This is an optimization exercise on Yosys and OpenROAD, whose aim is small area, a short achievable clock period and few clock cycles, not a production implementation. Where RTL was checked, it was by simulation tests only, not by an equivalence proof against the original. No functional check of the RTL was part of runs 2 to 6. No activity file was given, so power comes from the tool's default toggle rates.

==> design/flow/design.v <==
package sme_pkg;
    typedef logic [7:0] char_t;
    localparam char_t char_any   = 8'h2E;  
    localparam char_t char_head  = 8'h5E;  
    localparam char_t char_tail  = 8'h24;  
    localparam char_t char_space = 8'h20;
    typedef enum logic [1:0] {
        st_idle = 2'd0,
        st_scan = 2'd1,
        st_done = 2'd2
    } engine_state_t;
endpackage
module sme #(
    parameter int max_string_len  = 32,
    parameter int max_pattern_len = 8
) (
    input  logic                                 clk,
    input  logic                                 reset,
    input  sme_pkg::char_t                       chardata,
    input  logic                                 isstring,
    input  logic                                 ispattern,
    output logic                                 valid,
    output logic                                 match,
    output logic [$clog2(max_string_len)-1:0]    match_index
);
    localparam int N     = max_string_len;
    localparam int P     = max_pattern_len;
    localparam int idx_w = $clog2(N);
    localparam int len_w = $clog2(N + 1);
    localparam int cnt_w = $clog2(P + 1);
    sme_pkg::char_t   mem [N];
    logic [len_w-1:0] str_len;
    logic             isstring_d;
    logic [N:0]   at_len;    
    logic [N-1:0] in_str;    
    logic [N-1:0] is_sp;     
    logic [N-1:0] eq;        
    logic [N-1:0] we_sel;    
    logic [N-1:0] we;
    always_comb begin
        for (int j = 0; j <= N; j++) at_len[j] = (str_len == len_w'(j));
        for (int j = 0; j < N; j++) begin
            in_str[j] = (str_len > len_w'(j));
            is_sp[j]  = (mem[j] == sme_pkg::char_space);
            eq[j]     = (mem[j] == chardata);
            we_sel[j] = isstring_d ? at_len[j] : (j == 0);
            we[j]     = isstring && we_sel[j];
        end
    end
    always_ff @(posedge clk or posedge reset) begin
        if (reset) begin
            isstring_d <= 1'b0;
            str_len    <= '0;
        end else begin
            isstring_d <= isstring;
            if (isstring) begin
                if (!isstring_d) str_len <= len_w'(1);
                else if (str_len != len_w'(N)) str_len <= str_len + 1'b1;
            end
        end
    end
    always_ff @(posedge clk) begin
        for (int j = 0; j < N; j++) begin
            if (we[j]) mem[j] <= chardata;
        end
    end
    logic [N:0]       e_vec;
    logic [cnt_w-1:0] raw_cnt;    
    logic [cnt_w-1:0] core_cnt;   
    logic             head_pend;
    logic             last_tail;  
    logic             tail_found;
    logic [idx_w-1:0] tail_pos;   
    logic p_first, p_keep, c_dot, c_head, c_tail;
    logic [N:0] cur, step_ok, e_next, head_ok, tail_mask, tail_vec;
    assign p_first = ispattern && (raw_cnt == '0);
    assign p_keep  = ispattern && (raw_cnt != cnt_w'(P));
    assign c_dot   = (chardata == sme_pkg::char_any);
    assign c_head  = (chardata == sme_pkg::char_head);
    assign c_tail  = (chardata == sme_pkg::char_tail);
    always_comb begin
        head_ok[0] = 1'b1;
        for (int j = 1; j <= N; j++) head_ok[j] = in_str[j-1] && is_sp[j-1];
        cur = e_vec & (head_pend ? head_ok : '1);
        for (int j = 0; j < N; j++) begin
            step_ok[j]   = cur[j] && in_str[j];
            tail_mask[j] = at_len[j] || (in_str[j] && is_sp[j]);
        end
        step_ok[N]   = 1'b0;
        tail_mask[N] = at_len[N];
        e_next[0] = 1'b0;
        for (int j = 1; j <= N; j++) e_next[j] = step_ok[j-1] && (c_dot || eq[j-1]);
        tail_vec = cur & tail_mask;
    end
    function automatic logic [idx_w-1:0] first_set(input logic [N+1:0] v);
        first_set = '0;
        for (int j = N + 1; j >= 0; j--) begin
            if (v[j]) first_set = idx_w'(j);
        end
    endfunction
    always_ff @(posedge clk or posedge reset) begin
        if (reset) begin
            raw_cnt <= '0;
        end else if (!ispattern) begin
            raw_cnt <= '0;
        end else if (p_keep) begin
            raw_cnt <= raw_cnt + 1'b1;
        end
    end
    logic head_first;
    assign head_first = p_first && c_head;
    always_ff @(posedge clk) begin
        if (!ispattern) begin
            e_vec     <= '1;
            core_cnt  <= '0;
            head_pend <= 1'b0;
        end else if (p_keep) begin
            e_vec      <= e_next | {(N+1){head_first}};
            core_cnt   <= core_cnt + cnt_w'(!head_first);
            head_pend  <= head_first;
            last_tail  <= c_tail;
            tail_found <= |tail_vec;
            tail_pos   <= first_set({tail_vec, 1'b0});
        end
    end
    logic             res_found;
    logic [idx_w-1:0] res_pos;
    assign res_found = last_tail ? tail_found : (head_pend || (|e_vec));
    assign res_pos   = last_tail ? tail_pos : (head_pend ? '0 : first_set({1'b0, e_vec}));
    always_ff @(posedge clk or posedge reset) begin
        if (reset) begin
            valid       <= 1'b0;
            match       <= 1'b0;
            match_index <= '0;
        end else begin
            valid       <= !ispattern && (raw_cnt != '0);
            match       <= res_found;
            match_index <= res_found ? res_pos - idx_w'(core_cnt) : '0;
        end
    end
endmodule
==> design/flow/flow/run.sh <==
#!/bin/bash
# Standard ORFS layout, with repair_timing aiming for extra setup slack.
set -euo pipefail
bash standard.sh SETUP_SLACK_MARGIN=7 finish > standard_flow.log 2>&1
==> design/flow/standard.sh <==
#!/bin/bash
# synth_recipe.tcl (not shown) runs the flow's synth.tcl, then flattens the netlist and writes it again
# the make line also repeats each setting of config.mk as NAME=value (left out here)
make -C /OpenROAD-flow-scripts/flow DESIGN_CONFIG=/design/flow/config.mk WORK_HOME=/design/flow/orfs CLKGATE_MAP_FILE= SYNTH_SCRIPT=/design/flow/synth_recipe.tcl "${@:-finish}"
==> design/flow/config.mk <==
export PLATFORM = sky130hd
export DESIGN_NAME = sme
export DESIGN_NICKNAME = sme
export VERILOG_FILES = /design/flow/design.v
export SDC_FILE = /design/flow/constraint.sdc
export NUM_CORES = 4
export LEC_CHECK = 0
export CAP_MARGIN = 20
export CORE_MARGIN = 2
export CORE_UTILIZATION = 55
export SLEW_MARGIN = 20
==> design/flow/constraint.sdc <==
create_clock -name core_clock -period 10.0 [get_ports {clk}]
set_input_delay 2.0000 -clock core_clock [delete_from_list [all_inputs] [get_ports {clk}]]
set_output_delay 2.0000 -clock core_clock [all_outputs]
set_load 0.01 [all_outputs]
==> results of run 1 <==
==> what timing repair did <==
action                                 CTS  global route
gates resized for setup                166            79
setup endpoints to repair              319            50
gates cloned                            14             5
hold buffers                             0             0
endpoints found under the hold margin    0             0
buffers inserted                        36            30
pin swaps                               24            61
==> stage by stage <==
stage	hold slack [ns]	area, um^2	total power [mW]
2_1_floorplan	0.4586	16730	1.713
3_3_place_gp	0.4893	17010	1.808
3_5_place_dp	0.4872	17010	1.811
4_1_cts	0.4963	19420	3.132
5_1_grt	0.5285	20140	3.256
6_report	0.4971	20140	3.168
==> cells by family (layout without fill, tap and decap cells) <==
logic type	count (synthesis)	in the layout	synth area share
flip-flops	319	319	0.5588
AND/OR/NAND/NOR	455	458	0.1541
AO/OA/AOI/OAI	253	253	0.1063
buffers and inverters	108	216	0.02832
XOR/XNOR	263	263	0.1413
adder cells (fa/ha/maj)	14	14	0.01121
==> layout make-up <==
cell class                 count  area, um^2  area share
timing repair buffer         115        1712     0.08498
clock inverter                18       152.6    0.007579
sequential                   319        9124      0.4530
multi-input combinational    988        7542      0.3745
tap                          390       488.0     0.02423
clock buffer                  47       983.4     0.04883
inverter                      36       140.1    0.006957
==> power by group through the flow <==
stage | Clock, mW | Combinational (mW) | Sequential (mW)
floorplan | 0 | 0.197 | 1.52
global placement | 0 | 0.285 | 1.52
detailed placement | 0 | 0.287 | 1.52
CTS | 1.28 | 0.356 | 1.49
global route | 1.34 | 0.418 | 1.50
finish | 1.28 | 0.398 | 1.49
==> state kept, by name (all words and copies together) (netlist names) <==
signal,cells
isstring_d,1
tail_pos,5
head_pend,1
core_cnt,4
mem,256
match_index,5
match,1
tail_found,1
valid,1
raw_cnt,4
e_vec,33
last_tail,1
str_len,6
==> routing by layer <==
metal	track usage	vias to the layer above	part of all wire
li1	-	5449	-
met1	0.4587	6187	0.42
met2	0.5204	672	0.45
met3	0.05556	158	0.089
met4	0.1247	0	0.043
met5	0	-	0
==> critical path, stage by stage <==
cell,delay (ns)
buf_16,0.13
or4b_4,0.57
buf_6,0.15
nor2_4,0.13
buf_12,0.14
buf_8,0.12
a21oi_2,0.04
nor3_1,0.18
o22a_1,0.14
==> cell usage in the layout, fill, tap and decap left out, types with 9 or more instances in the layout <==
master and count:
buf_4 50, bufbuf_16 13, inv_1 35, nor4_1 61, o22a_1 12, nor2_1 69
nand4_1 22, a21oi_1 40, nor2_4 30, nand2_1 85, xnor2_1 61, o21ai_0 40
edfxtp_1 263, and2_1 9, o21ai_1 13, nor4b_1 28, o211ai_1 17, dfrtp_1 15
buf_12 11, a31oi_1 11, dfxtp_1 33, xor2_1 201, nor2b_1 11, nand3_1 30
nor4_2 26, clkbuf_16 40, buf_6 12, a21oi_2 19, buf_16 14
==> path summary, 6_finish.rpt <==
path                          endpoint  slack, ns  cells after the start
hold / removal             core_cnt[0]       0.50                      2
setup reg to reg           tail_pos[1]       6.92                     10
hold reg to reg            core_cnt[0]       0.50                      2
min in group asynchronous   str_len[5]       1.92                      2
max in group asynchronous   str_len[5]       7.50                      2
setup / recovery             e_vec[24]       6.84                      9
==> run notes, run 1 <==
DP Worst Slack=5.289 ns; clk_skew=between 0.02 and 0.03 ns; via count=12466; Vias/cell=6.516; Post-synth EDFFs=263; Sw Share=0.2496; P_int=~2.4 mW; Max-slew headroom=0.3976; first-pass GRT wire length=75.00 mm; Fmax=316.6 MHz; Worst EP required=10.46 ns; top cells by area, synth=edfxtp_1 (48%), xor2_1 (11%), dfxtp_1 (4.7%); Die X=176.2 um; reg2reg start=str_len[1]; DR iter-0 viols=1262; Reg power frac=0.472; # diodes=0; Synth Cell Area=~16000 um^2; cell accounting for the most synthesized area=edfxtp_1; Pre-antenna DRT Iters=6; outcome=complete, no violations; P_sw=790.8 uW; Inserted Clock Buffers=36; largest net degree at the start of global routing=38; GRT overflow=0; Worst-Skew Late Latency=0.54 ns; post-synthesis sequential area ratio=0.5588; fin util=0.6851; Critical Path Start=chardata[7]; port buffer count=18; Avg Synthesized Cell Area=11.55 um^2; Finished Layout Cells=1913; crit end category=flip-flop; Worst Path Arrival=3.62 ns; share of layout cells above drive strength 1=0.2121; CP max FO=6; Pleak=just under 7 nW; Worst Setup Start Kind=input port; initial core utilization=0.5544; VDD IR max=0.1477 mV; Comb power frac=0.126; fin crit share=0.3158; most frequent cells after synthesis=edfxtp_1 (263), xor2_1 (202), nor2_1 (101); Syn Inst Count=roughly 1400; total track usage=0.3293; share of flip-flops with an asynchronous set or reset=0.05643; I/O pin count=19; Final nets=1522; unrepaired setup endpoints after global routing=yes; post-synth cell types=87; initial antenna violation count=0; clock buffer depth=3; Clock Power Share=0.403; Worst-Margin Slew=just under 0.9 ns; row cnt=63; top-area cell type share of the netlist area=0.4845; die span in y=176.2 um; Hold Crit Class=flip-flop to flip-flop; setup_tns=0 ns; Root Buffer=clkbuf_16; average routed wire per standard cell=27.75 um; Crit Path Class=input port to flip-flop; number of fill cells=2137; Setup WS post-layout=6.842 ns; Detail Route Antenna Nets=0; Top FF cell, synth=edfxtp_1; Core Region=29400 um^2; Yosys warning total=2; synthesis-stage register bit count=around 320; final hold vios=0; Area growth, synth to finish=23.56%; max-cap check violation count=0; register clock-pin slew on the reported worst setup and hold paths=0.06 ns; Setup violations, final=0; Max Transition Viols Final=0; Syn Nets=approximately 1400; RD Place Congestion=between 0.9 and 1; placed insts=1763; Detailed Route WL=53.09 mm; number of H-tree levels=2; pwr dens=157.3 nW/um^2; dpl hpwl=29.72 mm; vias in the first global route=~12000; Sink Count=319; HP Start=core_cnt[0]; die area=31030 um^2; CTS tree=yes; top-count cell post-synth=edfxtp_1; Final min period=roughly 3.2 ns; Residual DRC=0
Testbench counts, summed over its fixed seeds: cycles 8,566.
==> run 2: changes to the inputs <==
--- a/design/flow/design.v
+++ b/design/flow/design.v
@@ -100,2 +100,3 @@
     endfunction
+    logic over;   
     always_ff @(posedge clk or posedge reset) begin
@@ -116,10 +117,12 @@
             head_pend <= 1'b0;
-        end else if (p_keep) begin
-            e_vec      <= e_next | {(N+1){head_first}};
-            core_cnt   <= core_cnt + cnt_w'(!head_first);
-            head_pend  <= head_first;
-            last_tail  <= c_tail;
-            tail_found <= |tail_vec;
-            tail_pos   <= first_set({tail_vec, 1'b0});
+            over      <= 1'b0;
+        end else begin
+            e_vec     <= e_next | {(N+1){head_first}};
+            core_cnt  <= core_cnt + cnt_w'(!head_first);
+            head_pend <= head_first;
+            over      <= !p_keep;
         end
+        last_tail  <= c_tail;
+        tail_found <= |tail_vec;
+        tail_pos   <= first_set({tail_vec, 1'b0});
     end
@@ -135,5 +138,7 @@
         end else begin
-            valid       <= !ispattern && (raw_cnt != '0);
-            match       <= res_found;
-            match_index <= res_found ? res_pos - idx_w'(core_cnt) : '0;
+            valid <= !ispattern && (raw_cnt != '0);
+            if (!over) begin
+                match       <= res_found;
+                match_index <= res_found ? res_pos - idx_w'(core_cnt) : '0;
+            end
         end
--- a/design/flow/config.mk
+++ b/design/flow/config.mk
@@ -10,2 +10,3 @@
 export CORE_UTILIZATION = 55
+export CTS_BUF_LIST = sky130_fd_sc_hd__clkbuf_2 sky130_fd_sc_hd__clkbuf_4
 export SLEW_MARGIN = 20
==> run 2 against run 1 <==
  * Still clean on timing, DRC and antenna
  * Wire length shrank 18%
  * Synthesized cell count shrank 2.8%
  * Clock power decreased by 8%
  * Power decreased by 2.3%
  * Combinational power increased by 5.8%
  * First-iteration DRC count shrank 25%
  * Non-clock buffer count shrank 47
==> run notes, run 2 <==
vias in the first global route=11812 (+0.60%); CP top delay family=flip-flops; Inserted Clock Buffers=84 (+130%); setup_tns=0 ns (unchanged); fin util=0.6501 (-0.03498); Largest register FFs=256 (unchanged); register clock-pin slew on the reported worst setup and hold paths=0.07 ns (about the same); Critical Path Start=match_index[0]; Residual DRC=0 (unchanged); Core Region=28780 um^2 (-2.1%); Tot Pwr=3.096 mW (-2.3%); average routed wire per standard cell=22.72 um (-18%); Avg Synthesized Cell Area=11.74 um^2 (+1.6%); Yosys warning total=2 (unchanged); CTS tree=yes; crit path to=match_index[0]; die span in y=175.2 um (-0.57%); Worst-Margin Slew=0.9686 ns (+0.07747 ns); top cells by area, synth=edfxtp_1 (48%), xor2_1 (7.6%), xnor2_1 (6.7%); initial core utilization=0.5599 (+0.005415); via count=11621 (-6.8%); DR iter-0 viols=951 (-25%); Syn Nets=1400 (-2.6%); commonest non-fill, non-tap cell in the layout=edfxtp_1; Worst EP required=8.00 ns (-2.46 ns); Finished Layout Cells=1910 (-0.16%); Worst Path Buf+Inv=1 (-3); top-count cell post-synth=edfxtp_1; commonest non-fill, non-tap cells in the layout=edfxtp_1 (256), xor2_1 (139), clkbuf_4 (130), xnor2_1 (124), nand2_1 (78); Max-slew headroom=0.3529 (-0.04465); most frequent cells after synthesis=edfxtp_1 (256), xor2_1 (139), xnor2_1 (124); dpl hpwl=27.87 mm (-6.2%); share of flip-flops with an asynchronous set or reset=0.05625 (-0.0001763); register area=9075 um^2 (-0.53%); cell accounting for the most synthesized area=edfxtp_1; reg2reg start=e_vec[31]; Final min period=3.224 ns (+0.06579 ns); Worst-Skew Late Latency=0.73 ns (+0.19 ns); Post-synth EDFFs=256 (-2.7%); max incr delay on CP=0.37 ns (-0.20 ns); first-pass GRT wire length=67.37 mm (-10%); final hold vios=0 (unchanged); placed insts=1720 (-2.4%); row cnt=62 (-1.6%); share of layout cells above drive strength 1=0.2126 (+0.0005170); Hold WS=0.4800 ns (-0.01710 ns); Synth Cell Area=16110 um^2 (-1.2%); post-synthesis sequential area ratio=0.5622 (+0.003446); Top FF cell, synth=edfxtp_1; clock buffer depth=3 (unchanged); unrepaired setup endpoints after global routing=yes; Placed Area=16880 um^2 (-0.80%); Root Buffer=clkbuf_4; fin crit share=0.3224 (+0.006579); Worst Path Arrival=1.22 ns (-2.40 ns); GRT overflow=0 (unchanged); Fmax=310.2 MHz (-2.0%); I/O pin count=19 (unchanged); number of H-tree levels=3 (+1); Area growth, synth to finish=16.11%; largest net degree at the start of global routing=41 (+7.9%); Worst path slowest cell=dfrtp_1; initial antenna violation count=1 (+1); Worst Setup Start Kind=flip-flop; R2R Path End=match_index[4]; CP Depth=1 (-8); Setup WS post-layout=6.776 ns (-0.06579 ns); Detailed Route WL=43.40 mm (-18%); Crit Path Class=flip-flop to output pin; crit end category=output pin; Sink Count=320 (+0.31%); total track usage=0.2879 (-0.04148); clk_skew=0.05128 ns (+0.02381 ns); pwr dens=165.5 nW/um^2 (+5.2%); Pre-antenna DRT Iters=5 (-1); max-cap check violation count=0 (unchanged); Biggest register=mem; Setup violations, final=0 (unchanged); CP max FO=2 (-4); port buffer count=18 (unchanged); Pleak=6.229 nW (-10%); Multi-input gate area=7176 um^2 (-4.9%); top-area cell type share of the netlist area=0.4771 (-0.007365); RD Place Congestion=0.9479 (-1.9%); Syn Inst Count=1373 (-2.8%); Final nets=1486 (-2.4%); die area=30680 um^2 (-1.1%); Detail Route Antenna Nets=0 (unchanged); largest registers=mem x256, e_vec x33, str_len x6; crit-path cells=buf_2; Die X=175.2 um (-0.57%); number of fill cells=2238 (+4.7%); post-synth cell types=91 (+4.6%); Hold Crit Class=flip-flop to flip-flop; R2R Setup Slk=7.05 ns (+0.13 ns); VDD IR max=0.1102 mV (-25%); synthesis-stage register bit count=320 (+0.31%); r2r worst-path depth=15 (+5); outcome=complete, no violations; Max Transition Viols Final=0 (unchanged); DP Worst Slack=5.594 ns (+0.3050 ns); Vias/cell=6.084 (-6.6%); final instance area=18710 um^2 (-7.1%); hold_buf cts=0 (unchanged)
==> run 2: cell types whose count changed after synthesis, sizes merged, moves of 8 or more <==
cell   change
xor2      -63
o31ai      +9
nor2       -9
nor4      -11
nand4     +10
o22a      -12
xnor2     +63
dfxtp      +8
nand2     -10
==> run 2: layout make-up <==
cell class | instances | share of cell area
multi-input combinational | 951 | 0.3835
timing repair buffer | 68 | 0.03785
inverter | 34 | 0.007290
tap | 384 | 0.02568
clock buffer | 130 | 0.05216
clock inverter | 21 | 0.008159
antenna | 2 | 0.0002675
sequential | 320 | 0.4851
==> run 2: worst min path at each step <==
| stage | from | endpoint | cells past startpoint |
|---|---|---|---|
| finish | e_vec[0] | e_vec[1] | 2 |
| floorplan | e_vec[0] | e_vec[1] | 2 |
| global placement | match_index[0] | match_index[0] | 2 |
| detailed placement | match | match | 2 |
| CTS | e_vec[0] | e_vec[1] | 2 |
| global route | e_vec[0] | e_vec[1] | 2 |
==> run 2: cells by family after synthesis <==
logic type | after synthesis | synth area share
AND/OR/NAND/NOR | 418 | 0.1449
flip-flops | 320 | 0.5622
XOR/XNOR | 263 | 0.1430
AO/OA/AOI/OAI | 253 | 0.1072
buffers and inverters | 103 | 0.03005
adder cells (fa/ha/maj) | 15 | 0.01211
multiplexers | 1 | 0.0006212
==> run 2: power breakdown <==
part	total (mW)	internal (mW)	switching, mW
registers	1.50	1.47	0.0252
logic	0.421	0.149	0.272
clock network	1.18	0.645	0.533
==> run 2: layer usage <==
metal | track usage | part of all wire | routed length [um]
met5 | 0 | 0 | 0
met2 | 0.4592 | 0.47 | 20260
met3 | 0.05135 | 0.064 | 2792
met4 | 0.1198 | 0.035 | 1506
met1 | 0.3904 | 0.43 | 18840
==> run 2: what timing repair did <==
item / in CTS / in global routing
gates resized for setup: 98 / 41
buffers inserted: 22 / 14
setup endpoints to repair: 311 / 46
pin swaps: 19 / 9
gates cloned: 1 / 0
==> run 3: changes to the inputs <==
--- a/design/flow/config.mk
+++ b/design/flow/config.mk
@@ -10,3 +10,3 @@
 export CORE_UTILIZATION = 55
-export CTS_BUF_LIST = sky130_fd_sc_hd__clkbuf_2 sky130_fd_sc_hd__clkbuf_4
+export CTS_BUF_LIST = sky130_fd_sc_hd__clkbuf_4 sky130_fd_sc_hd__clkbuf_8
 export SLEW_MARGIN = 20
==> run 3 against run 2 <==
  * Setup slack better by 0.13 ns
  * Clock skew down 0.026 ns
  * Largest power group unchanged
  * Core utilization rose by 2.6 points
  * Power rose by 1.6%
  * Synthesized cell count is the same
  * Design area rose by 4.1%
  * Combinational power grew 9.7%
  * Wire length rose by 8.4%
  * Sequential power about the same
  * Sequential share of layout area decreased by 1.9 points
  * Worst hold slack better by 0.0038 ns
==> run notes, run 3 <==
outcome=complete, no violations; synthesis-stage register bit count=320 (unchanged); Clock Power Share=0.375 (-0.005); Finished Layout Cells=1922 (+0.63%); Worst EP required=8.00 ns (about the same); Pleak=6.571 nW (+5.5%); total track usage=0.2836 (-0.004275); Vias/cell=6.175 (+1.5%); Avg Synthesized Cell Area=11.74 um^2 (unchanged); via count=11869 (+2.1%); post-synth cell types=91 (unchanged); Final min period=3.091 ns (-0.1336 ns); Post-synth EDFFs=256 (unchanged); Worst Path Buf+Inv=1 (unchanged); M2 GR Usage=0.4552 (-0.003937); DR iter-0 viols=1154 (+21%); Tot Pwr=3.145 mW (+1.6%); Inserted Clock Buffers=54 (-36%); commonest non-fill, non-tap cell in the layout=edfxtp_1; reg2reg start=str_len[4]; die area=30680 um^2 (unchanged); Hold Crit Class=flip-flop to flip-flop; Worst path slowest cell=dfrtp_1; Biggest register=mem; Core Region=28780 um^2 (unchanged); # diodes=0 (-2); die span in y=175.2 um (unchanged); Syn Inst Count=1373 (unchanged); Critical Path Start=match_index[1]; Setup violations, final=0 (unchanged); row cnt=62 (unchanged); top cells by area, synth=edfxtp_1 (48%), xor2_1 (7.6%), xnor2_1 (6.7%); Syn Nets=1400 (unchanged); Worst Path Arrival=1.09 ns (-0.13 ns); Fmax=323.6 MHz (+4.3%); vias in the first global route=11469 (-2.9%); Max Transition Viols Final=0 (unchanged); P_sw=835.7 uW (+0.66%); I/O pin count=19 (unchanged); Residual DRC=0 (unchanged); Pre-antenna DRT Iters=7 (+2); P_int=2.309 mW (+1.9%); Synth Cell Area=16110 um^2 (unchanged); fin crit share=0.3091 (-0.01336); unrepaired setup endpoints after global routing=yes; final hold vios=0 (unchanged); pwr dens=161.6 nW/um^2 (-2.4%); Detail Route Antenna Nets=0 (unchanged); cell accounting for the most synthesized area=edfxtp_1; Top FF cell, synth=edfxtp_1; first-pass GRT wire length=66.52 mm (-1.3%); HP Start=match_index[0]; Worst Setup Start Kind=flip-flop; share of layout cells above drive strength 1=0.2295 (+0.01692); Crit Path Class=flip-flop to output pin; Final nets=1521 (+2.4%); largest registers=mem x256, e_vec x33, str_len x6; CP max FO=2 (unchanged); dpl hpwl=27.87 mm (unchanged); Root Buffer=clkbuf_8; share of flip-flops with an asynchronous set or reset=0.05625 (unchanged); register clock-pin slew on the reported worst setup and hold paths=0.06 ns (about the same); crit-path cells=buf_2; top-area cell type share of the netlist area=0.4771 (unchanged); met1 usage=0.3904 (about the same); max incr delay on CP=0.38 ns (about the same); number of H-tree levels=2 (-1); Sw Share=0.2657 (-0.002434); max-cap check violation count=0 (unchanged); Area growth, synth to finish=20.82%; placed insts=1720 (unchanged); initial antenna violation count=0 (-1); commonest non-fill, non-tap cells in the layout=edfxtp_1 (256), xor2_1 (139), xnor2_1 (124), buf_4 (89), nand2_1 (76); M3 GR Usage=0.04634 (-0.005004); CP top delay family=flip-flops; post-synthesis sequential area ratio=0.5622 (unchanged); most frequent cells after synthesis=edfxtp_1 (256), xor2_1 (139), xnor2_1 (124); Detailed Route WL=47.03 mm (+8.4%); crit end category=output pin; Reg power frac=0.478 (-0.006); Worst-Margin Slew=0.7962 ns (-0.1724 ns); Yosys warning total=2 (unchanged); port buffer count=18 (unchanged); Comb power frac=0.147 (+0.011); largest net degree at the start of global routing=41 (unchanged); CTS tree=yes; Sink Count=320 (unchanged); Largest register FFs=256 (unchanged); setup_tns=0 ns (unchanged); Max-slew headroom=0.4686 (+0.1157); clk_skew=0.02486 ns (-0.02642 ns); Die X=175.2 um (unchanged); GRT overflow=0 (unchanged); VDD IR max=0.1653 mV (+50%); RD Place Congestion=0.9479 (unchanged); initial core utilization=0.5599 (unchanged); Worst-Skew Late Latency=0.59 ns (-0.14 ns); top-count cell post-synth=edfxtp_1; average routed wire per standard cell=24.47 um (+7.7%); clock buffer depth=3 (unchanged); GRT Max-Usage Layer=met2
## run 3: cell counts after synthesis
Identical to the previous run, type by type.
## run 3: logic make-up (layout without fill, tap and decap cells)
family	after synthesis	in the layout	share of synthesized area
AOI/OAI and AO/OA	253	253	0.1072
xor gates and xnor gates	263	263	0.1430
adders and majority gates	15	15	0.01211
buffers and inverters	103	267	0.03005
DFF	320	320	0.5622
muxes	1	1	0.0006212
and+or+nand+nor	418	419	0.1449
## run 3: routing by layer
layer	wire length (um)	part of all wire
met2	21700	0.46
met1	19950	0.42
met5	0	0
met4	1612	0.034
met3	3766	0.080
## run 3: stage by stage
stage               instance area (um^2)  worst slack (ns)  hold WS, ns    util
CTS                                18470             6.883       0.4841  0.6417
global route                       19470             6.855       0.5209  0.6764
global placement                   16880             5.674       0.4636  0.5864
finish                             19470             6.909       0.4838  0.6764
detailed placement                 16880             5.594       0.4673  0.5864
floorplan                          16630             6.604       0.4523       -
## run 3: power by group through the flow
stage | registers, mW | logic (mW) | clock network, mW
5_1_grt | 1.51 | 0.488 | 1.26
4_1_cts | 1.50 | 0.391 | 1.20
6_report | 1.50 | 0.462 | 1.18
2_1_floorplan | 1.52 | 0.258 | 0
3_3_place_gp | 1.53 | 0.353 | 0
3_5_place_dp | 1.53 | 0.354 | 0
## run 3: final cells by class
cell class,count,area [um^2]
Fill cell,2127,9313
Inverter,34,132.6
Clock inverter,23,163.9
Timing Repair Buffer,133,1469
Clock buffer,77,934.6
Tap cell,384,480.5
Sequential cell,320,9075
Multi-Input combinational cell,951,7212
## run 3: final timing paths
check | endpoint | cells past startpoint | slack, ns
min in group asynchronous | str_len[1] | 2 | 1.87
worst min-delay path | match_index[0] | 2 | 0.48
worst min register to register | match_index[0] | 2 | 0.48
max in group asynchronous | str_len[0] | 2 | 7.54
worst max-delay path | match_index[1] | 1 | 6.91
worst max register to register | tail_pos[0] | 9 | 6.97
## run 3: timing repair
item / 4_1_cts / 5_1_grt
pin swaps: 21 / 18
resized for setup: 119 / 49
cloned: 1 / 8
setup endpoints to repair: 310 / 221
hold buffers: 0 / 0
setup buffers: 19 / 74
==> run 4: changes to the inputs <==
==> design/flow/flow/run.sh (replaced) <==
#!/bin/bash
# Standard ORFS layout, with repair_timing aiming for extra setup slack.
set -euo pipefail
bash standard.sh SETUP_SLACK_MARGIN=6.5 finish > standard_flow.log 2>&1
--- a/design/flow/config.mk
+++ b/design/flow/config.mk
@@ -9,3 +9,3 @@
 export CORE_MARGIN = 2
-export CORE_UTILIZATION = 55
+export CORE_UTILIZATION = 40
 export CTS_BUF_LIST = sky130_fd_sc_hd__clkbuf_4 sky130_fd_sc_hd__clkbuf_8
==> run 4 against run 3 <==
  * Fmax is 11% lower
  * Core utilization decreased by 22 points
  * Critical path type is now input port to flip-flop
  * Die area grew 37%
  * Register-to-register slack got worse by 0.38 ns
==> run notes, run 4 <==
port buffer count=18 (unchanged); RD Place Congestion=0.9727 (+2.6%); DR iter-0 viols=963 (-17%); CTS tree=yes; Setup violations, final=0 (unchanged); commonest non-fill, non-tap cells in the layout=edfxtp_1 (256), xor2_1 (139), xnor2_1 (124), nand2_1 (82), nor4_1 (77); largest net degree at the start of global routing=50 (+22%); Die X=204.7 um (+17%); Detailed Route WL=42.60 mm (-9.4%); Setup WS post-layout=6.542 ns (-0.3676 ns); Worst-Margin Slew=0.8199 ns (+0.02373 ns); Biggest register=mem; Sink Count=320 (unchanged); Inserted Clock Buffers=53 (-1.9%); Worst Path Buf+Inv=1 (unchanged); unrepaired setup endpoints after global routing=yes; initial antenna violation count=0 (unchanged); post-synth cell types=91 (unchanged); first-pass GRT wire length=65.28 mm (-1.9%); Final min period=3.458 ns (+0.3676 ns); row cnt=73 (+18%); share of layout cells above drive strength 1=0.1253 (-0.1042); CP top delay family=simple AND/OR/NAND/NOR gates; max incr delay on CP=0.69 ns (+0.31 ns); Syn Inst Count=1373 (unchanged); final hold vios=0 (unchanged); post-synthesis sequential area ratio=0.5622 (unchanged); largest registers=mem x256, e_vec x33, str_len x6; Vias/cell=5.690 (-7.9%); Final nets=1424 (-6.4%); R2R Setup Slk=6.59 ns (-0.38 ns); Synth Cell Area=16110 um^2 (unchanged); Core Region=39730 um^2 (+38%); outcome=complete, no violations; DP Worst Slack=5.362 ns (-0.2322 ns); total track usage=0.2052 (-0.07842); Syn Nets=1400 (unchanged); Residual DRC=0 (unchanged); die span in y=204.7 um (+17%); Worst EP required=10.31 ns (+2.31 ns); top-count cell post-synth=edfxtp_1; crit-path cells=clkdlybuf4s50_1, and2_2, nand2_1, nor2_4; Yosys warning total=2 (unchanged); Worst path slowest cell=clkdlybuf4s50_1; fin crit share=0.3458 (+0.03676); cell accounting for the most synthesized area=edfxtp_1; Max Transition Viols Final=0 (unchanged); Avg Synthesized Cell Area=11.74 um^2 (unchanged); initial core utilization=0.4055 (-0.1543); average routed wire per standard cell=21.72 um (-11%); CP max FO=11 (+9); die area=41900 um^2 (+37%); Worst-Skew Late Latency=0.65 ns (+0.06 ns); synthesis-stage register bit count=320 (unchanged); GRT overflow=0 (unchanged); VDD IR max=0.08984 mV (-46%); Top FF cell, synth=edfxtp_1; max-cap check violation count=0 (unchanged); Worst Setup Start Kind=input port; Crit Path Class=input port to flip-flop; Largest register FFs=256 (unchanged); Max-slew headroom=0.4483 (-0.02027); Pleak=5.898 nW (-10%); share of flip-flops with an asynchronous set or reset=0.05625 (unchanged); # diodes=0 (unchanged); crit end category=flip-flop; pwr dens=166.9 nW/um^2 (+3.3%); Detail Route Antenna Nets=0 (unchanged); Worst Path Arrival=3.77 ns (+2.68 ns); via count=11159 (-6.0%); register clock-pin slew on the reported worst setup and hold paths=0.06 ns (about the same); top-area cell type share of the netlist area=0.4771 (unchanged); Fmax=289.2 MHz (-11%); setup_tns=0 ns (unchanged); Hold Crit Class=flip-flop to flip-flop; Post-synth EDFFs=256 (unchanged); I/O pin count=19 (unchanged); clock buffer depth=3 (unchanged); number of H-tree levels=2 (unchanged); Pre-antenna DRT Iters=5 (-2); top cells by area, synth=edfxtp_1 (48%), xor2_1 (7.6%), xnor2_1 (6.7%); vias in the first global route=11347 (-1.1%); clk_skew=0.02714 ns (+0.002274 ns); Area growth, synth to finish=12.08%; most frequent cells after synthesis=edfxtp_1 (256), xor2_1 (139), xnor2_1 (124); Root Buffer=clkbuf_8; commonest non-fill, non-tap cell in the layout=edfxtp_1; dpl hpwl=27.82 mm (-0.17%)
-- run 4: kinds of logic after synthesis --
logic type | after synthesis | share of synthesized area
adder cells (fa/ha/maj) | 15 | 0.01211
AO/OA/AOI/OAI | 253 | 0.1072
multiplexers | 1 | 0.0006212
AND/OR/NAND/NOR | 418 | 0.1449
flip-flops | 320 | 0.5622
buffers and inverters | 103 | 0.03005
XOR/XNOR | 263 | 0.1430
-- run 4: metrics by stage --
| stage | power [mW] | util | cells | hold slack (ns) | instance area (um^2) |
|---|---|---|---|---|---|
| after global placement | 1.872 | 0.4214 | 1863 | 0.4690 | 16740 |
| final | 3.014 | 0.4545 | 1961 | 0.4770 | 18060 |
| after global routing | 3.137 | 0.4545 | 1961 | 0.5018 | 18060 |
| after CTS | 3.031 | 0.4505 | 1957 | 0.4834 | 17900 |
| after detailed placement | 1.874 | 0.4214 | 1863 | 0.4736 | 16740 |
| after floorplan | 1.756 | - | 1373 | 0.4500 | 16170 |
-- run 4: routing by layer --
layer  wire length (um)  up-vias  global-route usage  part of all wire
li1                   -     5166                   -                 -
met1              19350     5503              0.2813              0.45
met2              19280      395              0.3214              0.45
met3               2657       95             0.03468             0.062
met4               1309        0             0.08670             0.031
met5                  0        -                   0                 0
-- run 4: final cells by class --
type	instances	area [um^2]
Clock buffer	74	905.9
Multi-Input combinational cell	951	6819
Sequential cell	320	9062
Fill cell	3676	21670
Inverter	34	127.6
Clock inverter	20	150.1
Timing Repair Buffer	37	336.6
Tap cell	525	656.9
-- run 4: power by group --
group / total (mW) / switching [mW] / internal [mW]
clock network: 1.15 / 0.517 / 0.635
registers: 1.50 / 0.0268 / 1.47
logic: 0.362 / 0.247 / 0.115
-- run 4: what timing repair did --
action | in CTS | in global routing
hold buffers | 0 | 0
gates resized for setup | 38 | 30
endpoints found under the hold margin | 0 | 0
setup endpoints to repair | 253 | 245
pin swaps | 0 | 2
cloned | 0 | 1
buffers inserted | 0 | 3
-- run 4: final timing paths --
| kind | from | endpoint | cells past startpoint |
|---|---|---|---|
| min in group asynchronous | reset | isstring_d | 2 |
| setup / recovery | isstring | mem[10][4] | 4 |
| hold reg to reg | match_index[0] | match_index[0] | 2 |
| max in group asynchronous | reset | str_len[0] | 2 |
| hold / removal | match_index[0] | match_index[0] | 2 |
| setup reg to reg | str_len[0] | tail_pos[0] | 10 |
-- run 4: worst reg2reg max path, cell delays in order, from the launching register on --
cell and delay (ns):
dfrtp_4 0.60, inv_1 0.30, ha_2 0.42, nor2_4 0.15
o31a_1 0.30, o211a_1 0.26, o211ai_1 0.24, a21boi_0 0.25
o2111ai_1 0.21, a211oi_1 0.39, o221ai_1 0.16
==> run 5: changes to the inputs <==
--- a/design/flow/design.v
+++ b/design/flow/design.v
@@ -101,6 +101,4 @@
     logic over;   
-    always_ff @(posedge clk or posedge reset) begin
-        if (reset) begin
-            raw_cnt <= '0;
-        end else if (!ispattern) begin
+    always_ff @(posedge clk) begin
+        if (!ispattern) begin
             raw_cnt <= '0;
@@ -134,11 +132,11 @@
         if (reset) begin
-            valid       <= 1'b0;
-            match       <= 1'b0;
-            match_index <= '0;
+            valid <= 1'b0;
         end else begin
             valid <= !ispattern && (raw_cnt != '0);
-            if (!over) begin
-                match       <= res_found;
-                match_index <= res_found ? res_pos - idx_w'(core_cnt) : '0;
-            end
+        end
+    end
+    always_ff @(posedge clk) begin
+        if (!over) begin
+            match       <= res_found;
+            match_index <= res_found ? res_pos - idx_w'(core_cnt) : '0;
         end
==> design/flow/flow/run.sh (replaced) <==
#!/bin/bash
# Standard ORFS layout, with repair_timing aiming for extra setup slack.
set -euo pipefail
bash standard.sh SETUP_SLACK_MARGIN=7 finish > standard_flow.log 2>&1
--- a/design/flow/config.mk
+++ b/design/flow/config.mk
@@ -9,4 +9,6 @@
 export CORE_MARGIN = 2
-export CORE_UTILIZATION = 40
+export CORE_UTILIZATION = 55
 export CTS_BUF_LIST = sky130_fd_sc_hd__clkbuf_4 sky130_fd_sc_hd__clkbuf_8
+export CTS_CLUSTER_DIAMETER = 60
+export CTS_CLUSTER_SIZE = 16
 export SLEW_MARGIN = 20
==> run 5 against run 4 <==
  * Non-clock buffer count increased by 55
  * Power decreased by 7.2%
  * Clock power decreased by 24%
  * Critical path type is now flip-flop to output pin
  * Clock-buffer cell count decreased by 37
  * Clock skew decreased by 0.0027 ns
  * Design area increased by 4.0%
  * Still clean on timing, DRC and antenna
==> run notes, run 5 <==
# diodes=0 (unchanged); Syn Inst Count=1365 (-0.58%); share of layout cells above drive strength 1=0.1932 (+0.06784); initial antenna violation count=0 (unchanged); Crit Path Class=flip-flop to output pin; Max-slew headroom=0.3943 (-0.05408); average routed wire per standard cell=24.92 um (+15%); Worst Setup Start Kind=flip-flop; register area=9086 um^2 (+0.26%); max incr delay on CP=0.37 ns (-0.32 ns); initial core utilization=0.5608 (+0.1552); top-count cell post-synth=edfxtp_1; DR iter-0 viols=1108 (+15%); Root Buffer=clkbuf_8; Worst Path Arrival=1.13 ns (-2.64 ns); placed insts=1709 (-8.3%); Fmax=319.1 MHz (+10%); Sink Count=320 (unchanged); share of flip-flops with an asynchronous set or reset=0.02500 (-0.03125); largest registers=mem x256, e_vec x33, str_len x6; most frequent cells after synthesis=edfxtp_1 (262), xor2_1 (132), xnor2_1 (131); R2R Setup Slk=6.91 ns (+0.32 ns); die span in y=175.3 um (-14%); commonest non-fill, non-tap cell in the layout=edfxtp_1; row cnt=62 (-15%); number of H-tree levels=1 (-1); Die X=175.3 um (-14%); CP max FO=1 (-10); Core Region=28780 um^2 (-28%); outcome=complete, no violations; CP top delay family=flip-flops; RD Place Congestion=0.9685 (-0.43%); cell accounting for the most synthesized area=edfxtp_1; Biggest register=mem; hold_buf cts=0 (unchanged); Placed Area=16870 um^2 (+0.75%); Pleak=6.060 nW (+2.7%); crit end category=output pin; Area growth, synth to finish=16.35%; Multi-input gate area=7233 um^2 (+6.1%); unrepaired setup endpoints after global routing=yes; first-pass GRT wire length=67.12 mm (+2.8%); VDD IR max=0.1919 mV (+110%); port buffer count=18 (unchanged); post-synth cell types=96 (+5.5%); Setup violations, final=0 (unchanged); clock buffer depth=3 (unchanged); fin util=0.6525 (+0.1980); Tot Pwr=2.797 mW (-7.2%); max-cap check violation count=0 (unchanged); Avg Synthesized Cell Area=11.82 um^2 (+0.75%); Max Transition Viols Final=0 (unchanged); Pre-antenna DRT Iters=5 (unchanged); Final nets=1442 (+1.3%); top cells by area, synth=edfxtp_1 (49%), xor2_1 (7.2%), xnor2_1 (7.1%); Largest register FFs=256 (unchanged); number of fill cells=2207 (-40%); final instance area=18780 um^2 (+4.0%); DP Worst Slack=5.683 ns (+0.3212 ns); Synth Cell Area=16140 um^2 (+0.16%); Hold WS=0.5499 ns (+0.07287 ns); Residual DRC=0 (unchanged); Final min period=3.134 ns (-0.3239 ns); dpl hpwl=28.43 mm (+2.2%); CTS tree=yes; fin crit share=0.3134 (-0.03239); total track usage=0.2865 (+0.08133); largest net degree at the start of global routing=49 (-2.0%); pwr dens=148.9 nW/um^2 (-11%); setup_tns=0 ns (unchanged); Setup WS post-layout=6.866 ns (+0.3239 ns); Syn Nets=1391 (-0.64%); via count=11388 (+2.1%); register clock-pin slew on the reported worst setup and hold paths=0.10 ns (+0.04 ns); Top FF cell, synth=edfxtp_1; clk_skew=0.02445 ns (-0.002685 ns); commonest non-fill, non-tap cells in the layout=edfxtp_1 (262), xor2_1 (132), xnor2_1 (131), nor2_1 (72), nand2_1 (69); Vias/cell=6.247 (+9.8%); synthesis-stage register bit count=320 (unchanged); GRT overflow=0 (unchanged); I/O pin count=19 (unchanged); vias in the first global route=11161 (-1.6%); Yosys warning total=2 (unchanged); Detailed Route WL=45.43 mm (+6.6%); final hold vios=0 (unchanged); Inserted Clock Buffers=29 (-45%); Worst-Margin Slew=0.9067 ns (+0.08674 ns); Detail Route Antenna Nets=0 (unchanged); post-synthesis sequential area ratio=0.5619 (about the same); Hold Crit Class=flip-flop to flip-flop; Worst path slowest cell=edfxtp_1; Post-synth EDFFs=262 (+2.3%); die area=30730 um^2 (-27%); crit-path cells=buf_2; top-area cell type share of the netlist area=0.4875 (+0.01039); Finished Layout Cells=1823 (-7.0%); Worst EP required=8.00 ns (-2.31 ns); Worst-Skew Late Latency=0.62 ns (-0.03 ns); Worst Path Buf+Inv=1 (unchanged)
-- run 5: logic make-up (layout without fill, tap and decap cells) --
logic type      Yosys count  after routing  share of synthesized area
fa+ha+maj                14             14                    0.01132
buf+inv                 110            183                    0.03272
simple gates            425            426                     0.1469
mux                       2              2                   0.001318
flops                   320            320                     0.5619
compound gates          231            231                     0.1031
xor+xnor                263            263                     0.1427
-- run 5: path summary, 6_finish.rpt --
path / from / end / cells past startpoint
worst max-delay path: match_index[4] / match_index[4] / 1
worst min-delay path: e_vec[10] / e_vec[11] / 2
worst max register to register: e_vec[8] / match_index[4] / 13
worst min register to register: e_vec[10] / e_vec[11] / 2
max in group asynchronous: reset / str_len[0] / 2
min in group asynchronous: reset / isstring_d / 2
-- run 5: repair_timing --
| action | CTS | global route |
|---|---|---|
| gates cloned | 4 | 4 |
| buffers inserted | 19 | 33 |
| pin swaps | 24 | 13 |
| setup endpoints to repair | 311 | 43 |
| resized for setup | 108 | 60 |
-- run 5: report_power, final --
part	switching (mW)	internal (mW)	total, mW	leakage [nW]
Combinational	0.257	0.158	0.415	2.84
Clock	0.477	0.399	0.876	0.339
Sequential	0.0313	1.47	1.50	2.88
-- run 5: final cells by class --
class / instances / area share
multi-input combinational: 936 / 0.3852
sequential: 320 / 0.4839
inverter: 37 / 0.007929
timing repair buffer: 92 / 0.06163
clock buffer: 37 / 0.02479
tap: 384 / 0.02559
clock inverter: 17 / 0.01099
-- run 5: layer usage --
metal  vias up  GRT usage  share of wire
met1      5702     0.3996           0.43
li1       5200          -              -
met5         -          0              0
met3        78    0.03528          0.062
met2       408     0.4692           0.47
met4         0    0.09444          0.030
-- run 5: worst reg2reg max path, delay by kind of cell, from the launching register on --
kind            cells  cell delay [ns]
xor+xnor            1             0.15
fa+ha+maj           2             0.49
flops               1             0.41
buf+inv             2             0.12
simple gates        2             0.31
compound gates      6             1.34
==> run 6: changes to the inputs <==
--- a/design/flow/config.mk
+++ b/design/flow/config.mk
@@ -10,5 +10,5 @@
 export CORE_UTILIZATION = 55
-export CTS_BUF_LIST = sky130_fd_sc_hd__clkbuf_4 sky130_fd_sc_hd__clkbuf_8
+export CTS_BUF_LIST = sky130_fd_sc_hd__clkbuf_8 sky130_fd_sc_hd__clkbuf_16
 export CTS_CLUSTER_DIAMETER = 60
-export CTS_CLUSTER_SIZE = 16
+export CTS_CLUSTER_SIZE = 20
 export SLEW_MARGIN = 20
==> run 6 against run 5 <==
  * Largest power group unchanged
  * Register-to-register slack gained 0.04 ns
  * Non-clock buffer count is 8 higher
  * Still clean
  * Highest routed layer unchanged
  * Clock-buffer cell count down 8
  * Combinational power grew 4.8%
  * Critical path type unchanged
==> run notes, run 6 <==
CP top delay family=flip-flops; Max Transition Viols Final=0 (unchanged); register clock-pin slew on the reported worst setup and hold paths=0.08 ns (-0.02 ns); most frequent cells after synthesis=edfxtp_1 (262), xor2_1 (132), xnor2_1 (131); Sink Count=320 (unchanged); VDD IR max=0.1521 mV (-21%); Final nets=1450 (+0.55%); share of layout cells above drive strength 1=0.1990 (+0.005843); clock buffer depth=3 (unchanged); Worst EP required=8.00 ns (about the same); Worst path slowest cell=edfxtp_1; vias in the first global route=11325 (+1.5%); die span in y=175.3 um (unchanged); Syn Inst Count=1365 (unchanged); post-synthesis sequential area ratio=0.5619 (unchanged); dpl hpwl=28.43 mm (unchanged); number of H-tree levels=1 (unchanged); max-cap check violation count=0 (unchanged); synthesis-stage register bit count=320 (unchanged); share of flip-flops with an asynchronous set or reset=0.02500 (unchanged); Multi-input gate area=7241 um^2 (+0.10%); Worst Path Buf+Inv=1 (unchanged); Hold Path End=e_vec[24]; I/O pin count=19 (unchanged); Largest register FFs=256 (unchanged); unrepaired setup endpoints after global routing=yes; Finished Layout Cells=1831 (+0.44%); setup_tns=0 ns (unchanged); port buffer count=18 (unchanged); DR iter-0 viols=1159 (+4.6%); post-synthesis compound-gate area fraction=0.1031 (unchanged); R2R Setup Slk=6.95 ns (+0.04 ns); Sw Share=0.2754 (+0.001659); CP max FO=1 (unchanged); Fmax=324.7 MHz (+1.8%); Avg Synthesized Cell Area=11.82 um^2 (unchanged); largest registers=mem x256, e_vec x33, str_len x6; Die X=175.3 um (unchanged); Yosys warning total=2 (unchanged); number of fill cells=2120 (-3.9%); CTS tree=yes; Max-slew headroom=0.4188 (+0.02453); Top FF cell, synth=edfxtp_1; pwr dens=162.6 nW/um^2 (+9.1%); Vias/cell=6.367 (+1.9%); register area=9085 um^2 (about the same); r2r worst-path depth=16 (+3); Biggest register=mem; Inserted Clock Buffers=29 (unchanged); P_int=2.288 mW (+13%); Syn Nets=1391 (unchanged); Pre-antenna DRT Iters=7 (+2); Worst-Margin Slew=0.8700 ns (-0.03671 ns); cell accounting for the most synthesized area=edfxtp_1; Hold WS=0.5437 ns (-0.006243 ns); Post-Synth XOR/XNOR Area=0.1427 (unchanged); outcome=complete, no violations; initial antenna violation count=0 (unchanged); Root Buffer=clkbuf_16; Residual DRC=0 (unchanged); max incr delay on CP=0.36 ns (about the same); top-area cell type share of the netlist area=0.4875 (unchanged); post-synthesis mux area share=0.001318 (unchanged); hold path cells=2 (unchanged); Final min period=3.080 ns (-0.05424 ns); RD Place Congestion=0.9685 (unchanged); die area=30730 um^2 (unchanged); fin crit share=0.3080 (-0.005424); Detail Route Antenna Nets=0 (unchanged); Hold Crit Class=flip-flop to flip-flop; largest net degree at the start of global routing=42 (-14%); top-count cell post-synth=edfxtp_1; Detailed Route WL=47.98 mm (+5.6%); final hold vios=0 (unchanged); Reg power frac=0.477 (-0.061); P_sw=869.6 uW (+14%); Synth Cell Area=16140 um^2 (unchanged); # diodes=0 (unchanged); placed insts=1709 (unchanged); Adder-Cell Fraction of Synth Area=0.01132 (unchanged); Core Region=28780 um^2 (unchanged); commonest non-fill, non-tap cell in the layout=edfxtp_1; Worst Setup Start Kind=flip-flop; commonest non-fill, non-tap cells in the layout=edfxtp_1 (262), xor2_1 (132), xnor2_1 (130), nor2_1 (72), nand2_1 (69); fin util=0.6749 (+0.02248); HP Start=e_vec[23]; crit end category=output pin; R2R Path End=match_index[4]; average routed wire per standard cell=26.21 um (+5.2%); Worst-Skew Late Latency=0.57 ns (-0.05 ns); Comb power frac=0.138 (-0.010); Clock Power Share=0.386 (+0.073); total track usage=0.2976 (+0.01107); Post-synth EDFFs=262 (unchanged); top cells by area, synth=edfxtp_1 (49%), xor2_1 (7.2%), xnor2_1 (7.1%); initial core utilization=0.5608 (unchanged); GRT overflow=0 (unchanged); via count=11658 (+2.4%); clk_skew=0.01052 ns (-0.01393 ns); crit-path cells=buf_2; hold_buf cts=0 (unchanged); Setup violations, final=0 (unchanged); first-pass GRT wire length=69.20 mm (+3.1%); Pleak=6.373 nW (+5.2%); Synth Area in Simple Gates=0.1469 (unchanged); Tot Pwr=3.158 mW (+13%); main combinational cell family by area after synthesis=simple AND/OR/NAND/NOR gates; post-synth cell types=96 (unchanged); reg2reg start=e_vec[30]; Crit Path Class=flip-flop to output pin; Worst Path Arrival=1.08 ns (-0.05 ns); row cnt=62 (unchanged); Area growth, synth to finish=20.36%
-- run 6: kinds of logic after synthesis --
kind of cell	after synthesis
compound gates	231
xor+xnor	263
fa+ha+maj	14
buf+inv	110
flops	320
mux	2
simple gates	425
-- run 6: power groups by stage --
stage | sequential, mW | clock [mW] | combinational [mW]
floorplan | 1.52 | 0 | 0.257
global placement | 1.54 | 0 | 0.340
detailed placement | 1.54 | 0 | 0.343
CTS | 1.50 | 1.23 | 0.394
global route | 1.51 | 1.29 | 0.459
finish | 1.51 | 1.22 | 0.435
-- run 6: layer usage --
| layer | wire [um] | share of wire | vias to the layer above | GRT usage |
|---|---|---|---|---|
| li1 | - | - | 5230 | - |
| met1 | 20250 | 0.42 | 5790 | 0.4140 |
| met2 | 22540 | 0.47 | 517 | 0.4865 |
| met3 | 3388 | 0.071 | 121 | 0.03896 |
| met4 | 1809 | 0.038 | 0 | 0.09826 |
| met5 | 0 | 0 | - | 0 |
-- run 6: timing repair --
item                                    CTS  global route
resized for setup                       121            56
hold endpoints to repair                  0             0
setup buffers                            24            30
gates cloned                              6             8
endpoints found under the setup margin  311            50
pin swaps                                25            13
-- run 6: area by class of cell --
class / instances / share of cell area
multi-input combinational: 936 / 0.3728
clock buffer: 29 / 0.03736
clock inverter: 25 / 0.01765
inverter: 37 / 0.007472
sequential: 320 / 0.4677
tap: 384 / 0.02473
timing repair buffer: 100 / 0.07233
-- run 6: per-stage QoR --
step	instance area, um^2	setup slack (ns)
3_3_place_gp	16870	5.747
4_1_cts	18710	6.895
3_5_place_dp	16870	5.683
6_report	19420	6.920
5_1_grt	19420	6.870
2_1_floorplan	16710	6.597
-- run 6: worst max-delay path by stage --
stage                   start              to  slack, ns  cells after the start
2_1_floorplan     chardata[6]       e_vec[16]       6.60                      7
3_3_place_gp      chardata[1]        e_vec[8]       5.75                      6
3_5_place_dp      chardata[1]        e_vec[3]       5.68                      6
4_1_cts        match_index[4]  match_index[4]       6.90                      1
5_1_grt        match_index[4]  match_index[4]       6.87                      1
6_report       match_index[4]  match_index[4]       6.92                      1
==> run 7: changes to the inputs <==
--- a/design/flow/design.v
+++ b/design/flow/design.v
@@ -33,2 +33,3 @@
     logic             isstring_d;
+    logic             s_first;   
     logic [N:0]   at_len;    
@@ -37,4 +38,4 @@
     logic [N-1:0] eq;        
-    logic [N-1:0] we_sel;    
     logic [N-1:0] we;
+    assign s_first = isstring && !isstring_d;
     always_comb begin
@@ -45,5 +46,5 @@
             eq[j]     = (mem[j] == chardata);
-            we_sel[j] = isstring_d ? at_len[j] : (j == 0);
-            we[j]     = isstring && we_sel[j];
+            we[j]     = at_len[j];
         end
+        we[0] = at_len[0] || s_first;
     end
@@ -73,13 +74,17 @@
     logic [idx_w-1:0] tail_pos;   
-    logic p_first, p_keep, c_dot, c_head, c_tail;
-    logic [N:0] cur, step_ok, e_next, head_ok, tail_mask, tail_vec;
-    assign p_first = ispattern && (raw_cnt == '0);
-    assign p_keep  = ispattern && (raw_cnt != cnt_w'(P));
-    assign c_dot   = (chardata == sme_pkg::char_any);
-    assign c_head  = (chardata == sme_pkg::char_head);
-    assign c_tail  = (chardata == sme_pkg::char_tail);
+    logic             over;       
+    logic r_first, c_dot, c_head, c_tail, head_first;
+    logic [N:0] pre, cur, step_ok, e_next, head_ok, tail_mask, tail_vec;
+    logic [cnt_w-1:0] core_pre;
+    assign r_first    = (raw_cnt == '0);
+    assign c_dot      = (chardata == sme_pkg::char_any);
+    assign c_head     = (chardata == sme_pkg::char_head);
+    assign c_tail     = (chardata == sme_pkg::char_tail);
+    assign head_first = r_first && c_head;
+    assign core_pre   = r_first ? '0 : core_cnt;
     always_comb begin
+        pre = e_vec | {(N+1){r_first}};
         head_ok[0] = 1'b1;
         for (int j = 1; j <= N; j++) head_ok[j] = in_str[j-1] && is_sp[j-1];
-        cur = e_vec & (head_pend ? head_ok : '1);
+        cur = pre & ((head_pend && !r_first) ? head_ok : '1);
         for (int j = 0; j < N; j++) begin
@@ -100,3 +105,2 @@
     endfunction
-    logic over;   
     always_ff @(posedge clk) begin
@@ -104,20 +108,11 @@
             raw_cnt <= '0;
-        end else if (p_keep) begin
+        end else if (raw_cnt != cnt_w'(P)) begin
             raw_cnt <= raw_cnt + 1'b1;
         end
+        over <= ispattern && (raw_cnt == cnt_w'(P));
     end
-    logic head_first;
-    assign head_first = p_first && c_head;
     always_ff @(posedge clk) begin
-        if (!ispattern) begin
-            e_vec     <= '1;
-            core_cnt  <= '0;
-            head_pend <= 1'b0;
-            over      <= 1'b0;
-        end else begin
-            e_vec     <= e_next | {(N+1){head_first}};
-            core_cnt  <= core_cnt + cnt_w'(!head_first);
-            head_pend <= head_first;
-            over      <= !p_keep;
-        end
+        e_vec      <= e_next | {(N+1){head_first}};
+        core_cnt   <= core_pre + cnt_w'(!head_first);
+        head_pend  <= head_first;
         last_tail  <= c_tail;
==> design/flow/flow/run.sh (replaced) <==
#!/bin/bash
# Standard ORFS layout, with repair_timing aiming for extra setup slack.
set -euo pipefail
bash standard.sh SETUP_SLACK_MARGIN=6.7 finish > standard_flow.log 2>&1
--- a/design/flow/config.mk
+++ b/design/flow/config.mk
@@ -10,5 +10,5 @@
 export CORE_UTILIZATION = 55
-export CTS_BUF_LIST = sky130_fd_sc_hd__clkbuf_8 sky130_fd_sc_hd__clkbuf_16
+export CTS_BUF_LIST = sky130_fd_sc_hd__clkbuf_4 sky130_fd_sc_hd__clkbuf_8
 export CTS_CLUSTER_DIAMETER = 60
-export CTS_CLUSTER_SIZE = 20
+export CTS_CLUSTER_SIZE = 16
 export SLEW_MARGIN = 20
==> run 7 against run 6 <==
  * Non-clock buffer count is 58 lower
  * Clock skew is 0.017 ns higher
  * Area after synthesis is 0.28% lower
  * Global-route usage is 2.5 points lower
  * Critical path depth stayed put
  * First-iteration DRC count is 19% lower
  * Fmax is 5.3% lower
  * Die area is 0.27% lower
  * Flip-flop and latch count is 1 lower
  * Final cell count is 2.6% lower
  * Worst hold slack worse by 0.024 ns
  * Critical path type unchanged
  * Critical endpoint unchanged
  * Largest cell class unchanged
  * Largest power group unchanged
==> run notes, run 7 <==
vias in the first global route=10942 (-3.4%); Yosys warning total=2 (unchanged); top-count cell post-synth=edfxtp_1; Hold Path End=core_cnt[2]; r2r worst-path depth=11 (-5); post-synthesis sequential area ratio=0.5622 (about the same); fin crit share=0.3254 (+0.01737); clock buffer depth=3 (unchanged); top cells by area, synth=edfxtp_1 (49%), xnor2_1 (8.1%), xor2_1 (6.2%); unrepaired setup endpoints after global routing=yes; number of fill cells=2341 (+10%); initial core utilization=0.5592 (-0.001565); GRT overflow=0 (unchanged); Crit Path Class=flip-flop to output pin; Synth Area in Simple Gates=0.1451 (-0.001843); Detail Route Antenna Nets=0 (unchanged); Syn Inst Count=1371 (+0.44%); Worst-Skew Late Latency=0.62 ns (+0.05 ns); outcome=complete, no violations; Worst Setup Start Kind=flip-flop; VDD IR max=0.1234 mV (-19%); average routed wire per standard cell=23.28 um (-11%); hold_buf cts=0 (unchanged); Worst EP required=8.00 ns (about the same); most frequent cells after synthesis=edfxtp_1 (262), xnor2_1 (149), xor2_1 (114); Die X=175.1 um (-0.14%); final hold vios=0 (unchanged); commonest non-fill, non-tap cells in the layout=edfxtp_1 (262), xnor2_1 (149), xor2_1 (114), nor2_1 (78), nand2_1 (71); Post-Synth XOR/XNOR Area=0.1431 (+0.0003994); post-synthesis compound-gate area fraction=0.1065 (+0.003398); Adder-Cell Fraction of Synth Area=0.01135 (+0.00003168); hold path cells=2 (unchanged); crit-path cells=dlygate4sd2_1; Tot Pwr=2.723 mW (-14%); max-cap check violation count=0 (unchanged); R2R Setup Slk=6.80 ns (-0.15 ns); Worst Path Buf+Inv=1 (unchanged); Final nets=1401 (-3.4%); Fmax=307.3 MHz (-5.3%); Final min period=3.254 ns (+0.1737 ns); Post-synth EDFFs=262 (unchanged); CP max FO=1 (unchanged); crit end category=output pin; Worst path slowest cell=edfxtp_1; Syn Nets=1397 (+0.43%); Pre-antenna DRT Iters=5 (-2); post-synthesis mux area share=0.001244 (-0.00007405); share of layout cells above drive strength 1=0.1122 (-0.08681); synthesis-stage register bit count=319 (-0.31%); main combinational cell family by area after synthesis=simple AND/OR/NAND/NOR gates; Vias/cell=6.181 (-2.9%); R2R Path End=tail_pos[3]; Detailed Route WL=41.50 mm (-14%); number of H-tree levels=1 (unchanged); cell accounting for the most synthesized area=edfxtp_1; pwr dens=154.8 nW/um^2 (-4.8%); clk_skew=0.02728 ns (+0.01676 ns); Critical Path Start=match_index[4]; Hold Crit Class=flip-flop to flip-flop; HP Start=core_cnt[2]; via count=11020 (-5.5%); reg2reg start=str_len[0]; total track usage=0.2730 (-0.02457); dpl hpwl=27.35 mm (-3.8%); Setup violations, final=0 (unchanged); # diodes=0 (unchanged); Inserted Clock Buffers=30 (+3.4%); Top FF cell, synth=edfxtp_1; Multi-input gate area=6788 um^2 (-6.3%); top-area cell type share of the netlist area=0.4888 (+0.001364); max incr delay on CP=0.36 ns (about the same); register area=9054 um^2 (-0.34%); Core Region=28780 um^2 (unchanged); commonest non-fill, non-tap cell in the layout=edfxtp_1; Residual DRC=0 (unchanged); share of flip-flops with an asynchronous set or reset=0.02508 (+0.00007837); Pleak=5.869 nW (-7.9%); row cnt=62 (unchanged); port buffer count=18 (unchanged); Avg Synthesized Cell Area=11.74 um^2 (-0.72%); die area=30650 um^2 (-0.27%); CP top delay family=flip-flops; first-pass GRT wire length=64.26 mm (-7.1%); Area growth, synth to finish=9.275%; DR iter-0 viols=937 (-19%); Max-slew headroom=0.4089 (-0.009879); largest net degree at the start of global routing=47 (+12%); die span in y=175.1 um (-0.14%); Max Transition Viols Final=0 (unchanged); setup_tns=0 ns (unchanged); Biggest register=mem; I/O pin count=19 (unchanged); Sink Count=319 (-0.31%); initial antenna violation count=0 (unchanged); register clock-pin slew on the reported worst setup and hold paths=0.09 ns (about the same); Root Buffer=clkbuf_8; Largest register FFs=256 (unchanged); RD Place Congestion=0.9183 (-5.2%); post-synth cell types=88 (-8.3%); CTS tree=yes; Worst-Margin Slew=0.8834 ns (+0.01341 ns); Synth Cell Area=16090 um^2 (-0.28%); Worst Path Arrival=1.25 ns (+0.17 ns); largest registers=mem x256, e_vec x33, str_len x6
[run 7: stage by stage]
step           worst slack (ns)    util  instance area (um^2)  hold slack [ns]  instances
3_5_place_dp              5.486  0.5764                 16590           0.5049       1722
4_1_cts                   6.704  0.6073                 17480           0.5168       1783
2_1_floorplan             6.587       -                 16270           0.4711       1371
3_3_place_gp              5.560  0.5762                 16580           0.4927       1722
5_1_grt                   6.684  0.6111                 17590           0.5547       1783
6_report                  6.746  0.6111                 17590           0.5200       1783
[run 7: logic make-up after synthesis]
family          count (synthesis)
simple gates                  412
mux                             2
flops                         319
compound gates                256
buf+inv                       105
xor+xnor                      263
fa+ha+maj                      14
[run 7: final cells by class]
class / count / area share
clock buffer: 41 / 0.02995
timing repair buffer: 42 / 0.02518
multi-input combinational: 948 / 0.3860
clock inverter: 15 / 0.009106
inverter: 34 / 0.007684
tap: 384 / 0.02732
sequential: 319 / 0.5148
[run 7: worst register-to-register path, cell delays in order, from the launching register on]
cell and delay, ns:
dfrtp_1 0.37, buf_4 0.22, clkinvlp_4 0.23, ha_4 0.28, nor2b_4 0.34, a21oi_1 0.12, a31oi_1 0.36, o21bai_1 0.29
nand2_1 0.16, or4_1 0.45, nand2b_1 0.17, a21oi_1 0.15
[run 7: what timing repair did]
action                     CTS  global route
cloned                       1             0
buffers inserted             4             0
pin swaps                    9            12
setup endpoints to repair   61            30
resized for setup           47            32
[run 7: where the power goes]
group / total (mW) / switching [mW] / internal, mW / leakage, nW
Sequential: 1.50 / 0.0206 / 1.48 / 2.89
Clock: 0.875 / 0.487 / 0.388 / 0.343
Combinational: 0.350 / 0.223 / 0.127 / 2.64
Total: 2.72 / 0.730 / 1.99 / 5.87
[run 7: routing by layer]
metal  up-vias  routed length (um)  track usage
met5         -                   0            0
met4         0                1501       0.1021
met3        84                2814      0.04656
met2       380               18820       0.4315
met1      5460               18360       0.3804
li1       5096                   -            -
[run 7: worst max-delay path by stage]
stage	cells after the start	slack, ns	endpoint
2_1_floorplan	7	6.59	e_vec[3]
3_3_place_gp	7	5.56	e_vec[28]
3_5_place_dp	7	5.49	e_vec[10]
4_1_cts	1	6.70	match_index[2]
5_1_grt	14	6.68	match_index[3]
6_report	1	6.75	match_index[4]
Testbench counts of run 7, summed over its fixed seeds: cycles 8,566.

## re-timing with driven ports
The results above use ideal ports. As a check the final layouts listed here were re-extracted and re-timed, cells and wires unchanged.
Step 1 sets driving cells, clkbuf_16 on the clock port and buf_2 on the other inputs (assumed; they add their load-dependent delay and slew).
Step 2 adds t to the input delays and takes it off the output delays; t is the mean of the earliest and latest rising clock arrival at the registers after step 1. Input paths then give back, and output paths get back, about the clock's delay inside the block.
Three values: ideal, step 1, step 2; two values: the first two.
run	t (ns)	slack for setup (ns)	worst register clock-pin slew, ns
run 1	0.575	6.842 / 6.747 / 6.172	0.06 / 0.06
run 2	0.749	6.776 / 6.731 / 6.261	0.07 / 0.07
run 3	0.629	6.909 / 6.828 / 6.199	0.07 / 0.07
run 4	0.689	6.542 / 6.538 / 5.850	0.07 / 0.07
run 5	0.657	6.866 / 6.819 / 6.279	0.10 / 0.10
run 6	0.623	6.920 / 6.865 / 6.252	0.08 / 0.08
run 7	0.653	6.746 / 6.700 / 6.132	0.10 / 0.10
After both steps setup and hold are still met in every run listed. The setup slack of run 3, which loses most, moves by -0.081 ns with the drivers and by -0.710 ns with both steps.
